Background: an optimization exercise with open tools, aiming at small area and a short achievable clock period. Do not read the settings as production practice.
Where RTL was checked, it was by simulation tests only, not by an equivalence proof against the original.

==> run a: inputs <==
==> flow/design.v (excerpt) <==
module output_buffer_bank #(
   parameter int BANK_WIDTH = 32,
   parameter int DATA_W     = 32,
   parameter int ADDR_W     = 16,
   parameter int N_CH       = 8
) (
   input  logic                         clk_i,
   input  logic                         rst_sync_i,
   input  logic                         start_i,
   input  logic                         abort_i,
   input  logic [31:0]                  cfg_out_w_i,
   input  logic [31:0]                  cfg_out_h_i,
   input  logic [ADDR_W-1:0]            cfg_base_addr_i,
   input  logic [2:0]                   output_ch_sel_i,
   input  logic [BANK_WIDTH-1:0]        push_i,
   input  logic [BANK_WIDTH*DATA_W-1:0] data_in_i,
   output logic                         ob_ready_o,
   output logic [N_CH-1:0]              sram_wr_en_o,
   output logic [ADDR_W-1:0]            sram_wr_addr_o,
   output logic [DATA_W-1:0]            sram_wr_data_o,
   output logic                         frame_done_o,
   output logic                         error_o
);
==> flow/config.mk <==
export PLATFORM = sky130hd
export DESIGN_NAME = output_buffer_bank
export DESIGN_NICKNAME = output_buffer_bank
export VERILOG_FILES = /design/flow/design.v
export SDC_FILE = /design/flow/constraint.sdc
export NUM_CORES = 4
export LEC_CHECK = 0
export CAP_MARGIN = 20
export CORE_MARGIN = 2
export CORE_UTILIZATION = 60
export SLEW_MARGIN = 20
export BUFFER_PORTS_ARGS = -buffer_cell sky130_fd_sc_hd__buf_1
export CTS_ARGS = -sink_clustering_enable -repair_clock_nets -dont_use_dummy_load -root_buf sky130_fd_sc_hd__clkbuf_16 -buf_list {sky130_fd_sc_hd__clkbuf_8} -sink_clustering_size 20 -sink_clustering_max_diameter 40
export SETUP_SLACK_MARGIN = 7.0
export PRE_DETAIL_PLACE_TCL = /design/flow/flow/pre_dpl.tcl
export PRE_IO_PLACEMENT_TCL = /design/flow/flow/pre_iop.tcl
==> flow/constraint.sdc <==
create_clock -name core_clock -period 10.0 [get_ports {clk_i}]
set_input_delay 2.0000 -clock core_clock [delete_from_list [all_inputs] [get_ports {clk_i}]]
set_output_delay 2.0000 -clock core_clock [all_outputs]
set_load 0.01 [all_outputs]
standard.sh (not shown) runs the stock make flow with config.mk's settings and CLKGATE_MAP_FILE= SYNTH_SCRIPT=/design/flow/synth_recipe.tcl, a recipe that flattens the netlist after the stock synthesis.
==> flow/flow/run.sh <==
#!/bin/bash
# Own layout flow: the standard ORFS flow (standard.sh, unchanged synthesis)
# with single-strength port buffers, a lighter clock tree (no dummy loads), a
# setup margin for the timing repair, and the flip-flops that drive output
# ports placed next to their port buffers (flow/pre_dpl.tcl, run before
# detailed placement), and the output ports grouped with the control inputs
# that gate them (flow/pre_iop.tcl). ORFS writes each step's log under
# orfs/logs; make's own
# output goes to standard.log here.
set -euo pipefail
cat >> config.mk <<EOC
export BUFFER_PORTS_ARGS = -buffer_cell sky130_fd_sc_hd__buf_1
export CTS_ARGS = -sink_clustering_enable -repair_clock_nets -dont_use_dummy_load -root_buf sky130_fd_sc_hd__clkbuf_16 -buf_list {sky130_fd_sc_hd__clkbuf_8} -sink_clustering_size 20 -sink_clustering_max_diameter 40
export SETUP_SLACK_MARGIN = 7.0
export PRE_DETAIL_PLACE_TCL = $PWD/flow/pre_dpl.tcl
export PRE_IO_PLACEMENT_TCL = $PWD/flow/pre_iop.tcl
EOC
bash standard.sh > standard.log 2>&1
==> flow/flow/pre_dpl.tcl <==
# Move each flip-flop that drives an output port buffer next to that buffer, so
# the register-to-output paths are short; detailed placement then legalises.
set block [ord::get_db_block]
set moved 0
foreach bterm [$block getBTerms] {
  if {[$bterm getIoType] ne "OUTPUT"} { continue }
  set net [$bterm getNet]
  if {$net eq "NULL"} { continue }
  set buf ""
  foreach it [$net getITerms] { if {[$it isOutputSignal]} { set buf [$it getInst] } }
  if {$buf eq ""} { continue }
  set in_net ""
  foreach it [$buf getITerms] { if {[$it isInputSignal]} { set in_net [$it getNet] } }
  if {$in_net eq "" || $in_net eq "NULL"} { continue }
  set ff ""
  foreach it [$in_net getITerms] { if {[$it isOutputSignal]} { set ff [$it getInst] } }
  if {$ff eq "" || ![string match "*__df*" [[$ff getMaster] getName]]} { continue }
  set loc [$buf getLocation]
  $ff setLocation [lindex $loc 0] [lindex $loc 1]
  incr moved
}
puts "pre_dpl: moved $moved output flip-flops next to their port buffers"
==> flow/flow/pre_iop.tcl <==
# Keep the output ports and the control inputs that gate the output registers
# (abort_i, rst_sync_i, start_i) together on the die edge, so the paths into
# and out of the output registers stay short.
set grp {}
foreach bt [[ord::get_db_block] getBTerms] {
  set n [$bt getName]
  if {[$bt getIoType] eq "OUTPUT" || $n in {abort_i rst_sync_i start_i}} { lappend grp $n }
}
set_io_pin_constraint -group -order -pin_names $grp
puts "pre_iop: grouped [llength $grp] pins"
==> run b: changes against run a <==
==> flow/flow/run.sh (replaced) <==
#!/bin/bash
# Own layout flow: the standard ORFS flow (standard.sh, unchanged synthesis)
# with single-strength port buffers, a lighter clock tree (no dummy loads), a
# setup margin for the timing repair, and the flip-flops that drive output
# ports placed next to their port buffers (flow/pre_dpl.tcl, run before
# detailed placement). ORFS writes each step's log under orfs/logs; make's own
# output goes to standard.log here.
set -euo pipefail
cat >> config.mk <<EOC
export BUFFER_PORTS_ARGS = -buffer_cell sky130_fd_sc_hd__buf_1
export CTS_ARGS = -sink_clustering_enable -repair_clock_nets -dont_use_dummy_load -root_buf sky130_fd_sc_hd__clkbuf_16 -buf_list {sky130_fd_sc_hd__clkbuf_16} -sink_clustering_size 20 -sink_clustering_max_diameter 45
export SETUP_SLACK_MARGIN = 7.0
export PRE_DETAIL_PLACE_TCL = $PWD/flow/pre_dpl.tcl

EOC
bash standard.sh > standard.log 2>&1
==> flow/config.mk (replaced) <==
export PLATFORM = sky130hd
export DESIGN_NAME = output_buffer_bank
export DESIGN_NICKNAME = output_buffer_bank
export VERILOG_FILES = /design/flow/design.v
export SDC_FILE = /design/flow/constraint.sdc
export NUM_CORES = 4
export LEC_CHECK = 0
export CAP_MARGIN = 20
export CORE_MARGIN = 2
export CORE_UTILIZATION = 58
export SLEW_MARGIN = 20
export BUFFER_PORTS_ARGS = -buffer_cell sky130_fd_sc_hd__buf_1
export CTS_ARGS = -sink_clustering_enable -repair_clock_nets -dont_use_dummy_load -root_buf sky130_fd_sc_hd__clkbuf_16 -buf_list {sky130_fd_sc_hd__clkbuf_16} -sink_clustering_size 20 -sink_clustering_max_diameter 45
export SETUP_SLACK_MARGIN = 7.0
export PRE_DETAIL_PLACE_TCL = /design/flow/flow/pre_dpl.tcl

removed: flow/flow/pre_iop.tcl
==> run c: changes against run a <==
--- a/flow/design.v
+++ b/flow/design.v
@@ -46,10 +46,12 @@
    logic [ADDR_W-1:0]     wr_addr_q;
    logic [DATA_W-1:0]     wr_data_q;
    logic [BW-1:0]         mask, veff, st, bad;
    logic                  cfg_legal, collecting, clr, copy, nxt, issue, wr, bfull, par, nxt_d;
    logic                  lastw, aa;
+   logic                  full2_q, copy2;  
+   logic [BW-1:0]         fe, fh;          
    always_comb begin
       for (int i = 0; i < BW; i++) mask[i] = (COL_W'(i) <= wm1_q);
    end
    assign cfg_legal  = !(|cfg_out_w_i[31:6]) &&
                        (cfg_out_w_i[5] ? !(|cfg_out_w_i[4:0]) : (|cfg_out_w_i[4:0])) &&
@@ -61,10 +63,13 @@
    assign issue = copy | nxt;
    assign wr    = issue & !abort_i;
    assign par   = !colpar_q;               
    assign lastw = copy ? z0_q : is1_q;     
    assign veff  = clr ? '0 : v_q;
+   assign fe    = ~v_q | {BW{copy}};
+   assign copy2 = full2_q & (coll_q | (rlast_q & !lastrow_q));
+   assign fh    = v_q & {BW{!copy2}};
    assign st    = {BW{ready_q}} & push_i & mask & ~veff;
    assign bad   = collecting ? (mask & ({BW{!ready_q}} | veff)) : '1;
    assign bfull = ready_q & ((mask & ~veff & ~push_i) == '0);
    always_comb begin
       idle_d  = abort_i | done_q | (idle_q & !(start_i & cfg_legal));
@@ -90,10 +95,11 @@
          idle_q    <= 1'b1;
          coll_q    <= 1'b0;
          drain_q   <= 1'b0;
          done_q    <= 1'b0;
          full_q    <= 1'b0;
+         full2_q   <= 1'b0;
          rlast_q   <= 1'b0;
          ready_q   <= 1'b0;
          rdy_o_q   <= 1'b0;
          err_q     <= 1'b0;
          wr_en_q   <= '0;
@@ -103,10 +109,11 @@
          idle_q    <= idle_d;
          coll_q    <= coll_d;
          drain_q   <= drain_d;
          done_q    <= done_d;
          full_q    <= full_d;
+         full2_q   <= !abort_i & collecting & ((full2_q & !copy2) | bfull);
          rlast_q   <= rlast_d;
          ready_q   <= ready_d;
          rdy_o_q   <= !(idle_d | done_d | (drain_d & full_d));
          err_q     <= err_d;
          wr_en_q   <= wr ? (N_CH'(1) << ch_q) : '0;
@@ -144,11 +151,11 @@
          colpar_q <= !colpar_q;
       end
    end
    always_ff @(posedge clk_i) begin
       for (int i = 0; i < BW; i++)
-         if (!v_q[i] || copy) fill_q[i] <= data_in_i[i*DATA_W +: DATA_W];
+         fill_q[i] <= (data_in_i[i*DATA_W +: DATA_W] & {DATA_W{fe[i]}}) | (fill_q[i] & {DATA_W{fh[i]}});
       for (int k = 0; k < BW-2; k++)
          drn_q[k] <= ~((drn_q[k+1] | {DATA_W{nsh_q}}) & (fill_q[k+1] | {DATA_W{sh_q}}));
       drn_q[BW-2] <= ~fill_q[BW-1];
    end
    assign ob_ready_o     = rdy_o_q;
--- a/flow/flow/run.sh
+++ b/flow/flow/run.sh
@@ -8,11 +8,11 @@
 # orfs/logs; make's own
 # output goes to standard.log here.
 set -euo pipefail
 cat >> config.mk <<EOC
 export BUFFER_PORTS_ARGS = -buffer_cell sky130_fd_sc_hd__buf_1
-export CTS_ARGS = -sink_clustering_enable -repair_clock_nets -dont_use_dummy_load -root_buf sky130_fd_sc_hd__clkbuf_16 -buf_list {sky130_fd_sc_hd__clkbuf_8} -sink_clustering_size 20 -sink_clustering_max_diameter 40
+export CTS_ARGS = -sink_clustering_enable -repair_clock_nets -dont_use_dummy_load -root_buf sky130_fd_sc_hd__clkbuf_16 -buf_list {sky130_fd_sc_hd__clkbuf_8} -sink_clustering_size 16 -sink_clustering_max_diameter 40
 export SETUP_SLACK_MARGIN = 7.0
 export PRE_DETAIL_PLACE_TCL = $PWD/flow/pre_dpl.tcl
 export PRE_IO_PLACEMENT_TCL = $PWD/flow/pre_iop.tcl
 EOC
 bash standard.sh > standard.log 2>&1
==> flow/config.mk (replaced) <==
export PLATFORM = sky130hd
export DESIGN_NAME = output_buffer_bank
export DESIGN_NICKNAME = output_buffer_bank
export VERILOG_FILES = /design/flow/design.v
export SDC_FILE = /design/flow/constraint.sdc
export NUM_CORES = 4
export LEC_CHECK = 0
export CAP_MARGIN = 20
export CORE_MARGIN = 2
export CORE_UTILIZATION = 60
export SLEW_MARGIN = 20
export BUFFER_PORTS_ARGS = -buffer_cell sky130_fd_sc_hd__buf_1
export CTS_ARGS = -sink_clustering_enable -repair_clock_nets -dont_use_dummy_load -root_buf sky130_fd_sc_hd__clkbuf_16 -buf_list {sky130_fd_sc_hd__clkbuf_8} -sink_clustering_size 16 -sink_clustering_max_diameter 40
export SETUP_SLACK_MARGIN = 7.0
export PRE_DETAIL_PLACE_TCL = /design/flow/flow/pre_dpl.tcl
export PRE_IO_PLACEMENT_TCL = /design/flow/flow/pre_iop.tcl
==> run d: changes against run a <==
--- a/flow/design.v
+++ b/flow/design.v
@@ -32,59 +32,51 @@
    logic [ADDR_W-1:0]     addr_q;
    logic [BW-1:0]         v_q, v_d;        
    logic                  full_q, full_d;  
    logic [BW-1:0][DATA_W-1:0]   fill_q;
    logic [BW-2:0][DATA_W-1:0]   drn_q;
-   logic                  sh_q, nsh_q;     
-   logic [COL_W-1:0]      cnt_q;           
-   logic                  is1_q;           
-   logic                  colpar_q;        
-   logic                  z0_q, z1_q;      
+   logic [BW-2:0]         sh_q, nsh_q;     
+   logic [COL_W-1:0]      col_q;           
    logic                  rlast_q, rlast_d;  
    logic                  ready_q, rdy_o_q, ready_d;
    logic                  err_q, err_d;
    logic [N_CH-1:0]       wr_en_q;
    logic [ADDR_W-1:0]     wr_addr_q;
    logic [DATA_W-1:0]     wr_data_q;
    logic [BW-1:0]         mask, veff, st, bad;
    logic                  cfg_legal, collecting, clr, copy, nxt, issue, wr, bfull, par, nxt_d;
-   logic                  lastw, aa;
    always_comb begin
       for (int i = 0; i < BW; i++) mask[i] = (COL_W'(i) <= wm1_q);
    end
-   assign cfg_legal  = !(|cfg_out_w_i[31:6]) &&
-                       (cfg_out_w_i[5] ? !(|cfg_out_w_i[4:0]) : (|cfg_out_w_i[4:0])) &&
-                       (|cfg_out_h_i);
+   assign cfg_legal  = (cfg_out_w_i != 32'd0) && (cfg_out_w_i <= 32'(BW)) && (cfg_out_h_i != 32'd0);
    assign collecting = coll_q | drain_q;
    assign clr   = coll_q & full_q;
    assign copy  = full_q & (coll_q | (rlast_q & !lastrow_q));
    assign nxt   = drain_q & !rlast_q;      
    assign issue = copy | nxt;
    assign wr    = issue & !abort_i;
-   assign par   = !colpar_q;               
-   assign lastw = copy ? z0_q : is1_q;     
+   assign par   = !col_q[0];               
    assign veff  = clr ? '0 : v_q;
    assign st    = {BW{ready_q}} & push_i & mask & ~veff;
    assign bad   = collecting ? (mask & ({BW{!ready_q}} | veff)) : '1;
    assign bfull = ready_q & ((mask & ~veff & ~push_i) == '0);
    always_comb begin
       idle_d  = abort_i | done_q | (idle_q & !(start_i & cfg_legal));
       coll_d  = !abort_i & ((idle_q & start_i & cfg_legal) | (coll_q & !full_q) |
                             (rlast_q & !lastrow_q & !full_q));
       drain_d = wr;
       done_d  = !abort_i & rlast_q & lastrow_q;
-      rlast_d = wr & lastw;
-      nxt_d   = issue & !lastw;
+      rlast_d = wr & (copy ? (wm1_q == '0) : (col_q + COL_W'(1) == wm1_q));
+      nxt_d   = issue & !(copy ? (wm1_q == '0) : (col_q + COL_W'(1) == wm1_q));
       if (abort_i || !collecting) begin
          v_d    = '0;
          full_d = 1'b0;
       end else begin
          v_d    = (copy ? '0 : v_q) | st;
          full_d = (full_q & !copy) | bfull;
       end
-      aa      = (idle_q & start_i & cfg_legal) | (coll_q & !full_q) | (rlast_q & !lastrow_q & !full_q);
-      ready_d = !abort_i & (aa | (issue & !(full_q & !copy) & !bfull));
+      ready_d = coll_d | (drain_d & !full_d);
       err_d = err_q | (!abort_i & ((idle_q & start_i & !cfg_legal) | ((push_i & bad) != '0)));
    end
    always_ff @(posedge clk_i) begin
       if (rst_sync_i) begin
          idle_q    <= 1'b1;
@@ -115,16 +107,14 @@
                       (nxt & !abort_i ? (drn_q[0] ^ {DATA_W{par}}) : '0);
       end
    end
    always_ff @(posedge clk_i) begin
       v_q   <= v_d;
-      sh_q  <= nxt_d;
-      nsh_q <= !nxt_d;
+      sh_q  <= {(BW-1){nxt_d}} & mask[BW-1:1];
+      nsh_q <= ~({(BW-1){nxt_d}} & mask[BW-1:1]);
       if (idle_q) begin
          wm1_q     <= COL_W'(cfg_out_w_i[COL_W-1:0] - 1'b1);
-         z0_q      <= (cfg_out_w_i[COL_W-1:0] == COL_W'(1));
-         z1_q      <= (cfg_out_w_i[COL_W-1:0] == COL_W'(2));
          rem_q     <= cfg_out_h_i;
          lastrow_q <= (cfg_out_h_i == 32'd1);
          ch_q      <= output_ch_sel_i;
          addr_q    <= cfg_base_addr_i;
       end else begin
@@ -132,25 +122,18 @@
             rem_q     <= rem_q - 32'd1;
             lastrow_q <= (rem_q == 32'd2);
          end
          if (issue) addr_q <= addr_q + ADDR_W'(1);
       end
-      if (copy) begin
-         cnt_q    <= wm1_q;
-         is1_q    <= z1_q;
-         colpar_q <= 1'b0;
-      end else if (nxt) begin
-         cnt_q    <= cnt_q - COL_W'(1);
-         is1_q    <= (cnt_q == COL_W'(2));
-         colpar_q <= !colpar_q;
-      end
+      if (copy) col_q <= '0;
+      else if (nxt) col_q <= col_q + COL_W'(1);
    end
    always_ff @(posedge clk_i) begin
       for (int i = 0; i < BW; i++)
          if (!v_q[i] || copy) fill_q[i] <= data_in_i[i*DATA_W +: DATA_W];
       for (int k = 0; k < BW-2; k++)
-         drn_q[k] <= ~((drn_q[k+1] | {DATA_W{nsh_q}}) & (fill_q[k+1] | {DATA_W{sh_q}}));
+         drn_q[k] <= ~((drn_q[k+1] | {DATA_W{nsh_q[k]}}) & (fill_q[k+1] | {DATA_W{sh_q[k]}}));
       drn_q[BW-2] <= ~fill_q[BW-1];
    end
    assign ob_ready_o     = rdy_o_q;
    assign sram_wr_en_o   = wr_en_q;
    assign sram_wr_addr_o = wr_addr_q;
==> flow/flow/run.sh (replaced) <==
#!/bin/bash
# Own layout flow: the standard ORFS flow (standard.sh, unchanged synthesis)
# with single-strength port buffers and a lighter clock tree (clkbuf_8 only,
# no dummy loads). ORFS writes each step's log under orfs/logs; make's own
# output goes to standard.log here.
set -euo pipefail
cat >> config.mk <<'EOC'
export BUFFER_PORTS_ARGS = -buffer_cell sky130_fd_sc_hd__buf_1
export CTS_ARGS = -sink_clustering_enable -repair_clock_nets -dont_use_dummy_load -buf_list {sky130_fd_sc_hd__clkbuf_8} -sink_clustering_size 16 -sink_clustering_max_diameter 40
EOC
bash standard.sh > standard.log 2>&1
==> flow/config.mk (replaced) <==
export PLATFORM = sky130hd
export DESIGN_NAME = output_buffer_bank
export DESIGN_NICKNAME = output_buffer_bank
export VERILOG_FILES = /design/flow/design.v
export SDC_FILE = /design/flow/constraint.sdc
export NUM_CORES = 4
export LEC_CHECK = 0
export CAP_MARGIN = 20
export CORE_MARGIN = 2
export CORE_UTILIZATION = 40
export SLEW_MARGIN = 20
export BUFFER_PORTS_ARGS = -buffer_cell sky130_fd_sc_hd__buf_1
export CTS_ARGS = -sink_clustering_enable -repair_clock_nets -dont_use_dummy_load -buf_list {sky130_fd_sc_hd__clkbuf_8} -sink_clustering_size 16 -sink_clustering_max_diameter 40
removed: flow/flow/pre_dpl.tcl
removed: flow/flow/pre_iop.tcl
==> run summary <==
In run d the setup slack is lower than in run c, by 0.44 ns. The highest clock skew belongs to run a, the lowest to run b. Via count, lowest first: run b, run a, run d, run c. Non-clock buffer count, highest first: run c, run d, run b, run a. The highest cell area belongs to run d, the lowest to run c. In run c the final cell count is higher than in run b, by about 16%. Fmax, lowest first: run d, run b, run c, run a. Between run b and run a, the lower critical path depth is in run b (gap 5).
No functional check of the RTL was part of run d.

what the ideal ports hide:
No port has a modelled driver above. Below, the same layouts with a new extraction and two added sets of constraints.
Step 1 assumes that a clkbuf_16 drives the clock port and a buf_2 every other input.
Step 2, shift: input delay + t, output delay - t, t = (earliest + latest rising clock arrival at the registers) / 2. This alone moves slack from input paths to output paths.
a / b / c = no drivers / after step 1 / after step 2; a / b = the first two.
run	t, ns	setup slack, ns	worst hold slack (ns)	latest minus earliest clock arrival (ns)	cell pins on the clock port's net
run a	0.797	6.776 / 6.720 / 5.923	0.323 / 0.323 / 0.323	0.118 / 0.118	1
run b	0.822	6.763 / 6.679 / 5.944	0.363 / 0.363 / 0.363	0.103 / 0.103	1
run c	0.807	6.776 / 6.690 / 6.127	0.369 / 0.369 / 0.369	0.110 / 0.110	1
run d	1.075	6.333 / 6.253 / 5.423	0.334 / 0.334 / 0.334	0.121 / 0.121	1
After both steps every run listed still meets setup and hold. For run d, which loses most, drivers alone change the setup slack by -0.080 ns; drivers and shift together by -0.910 ns.
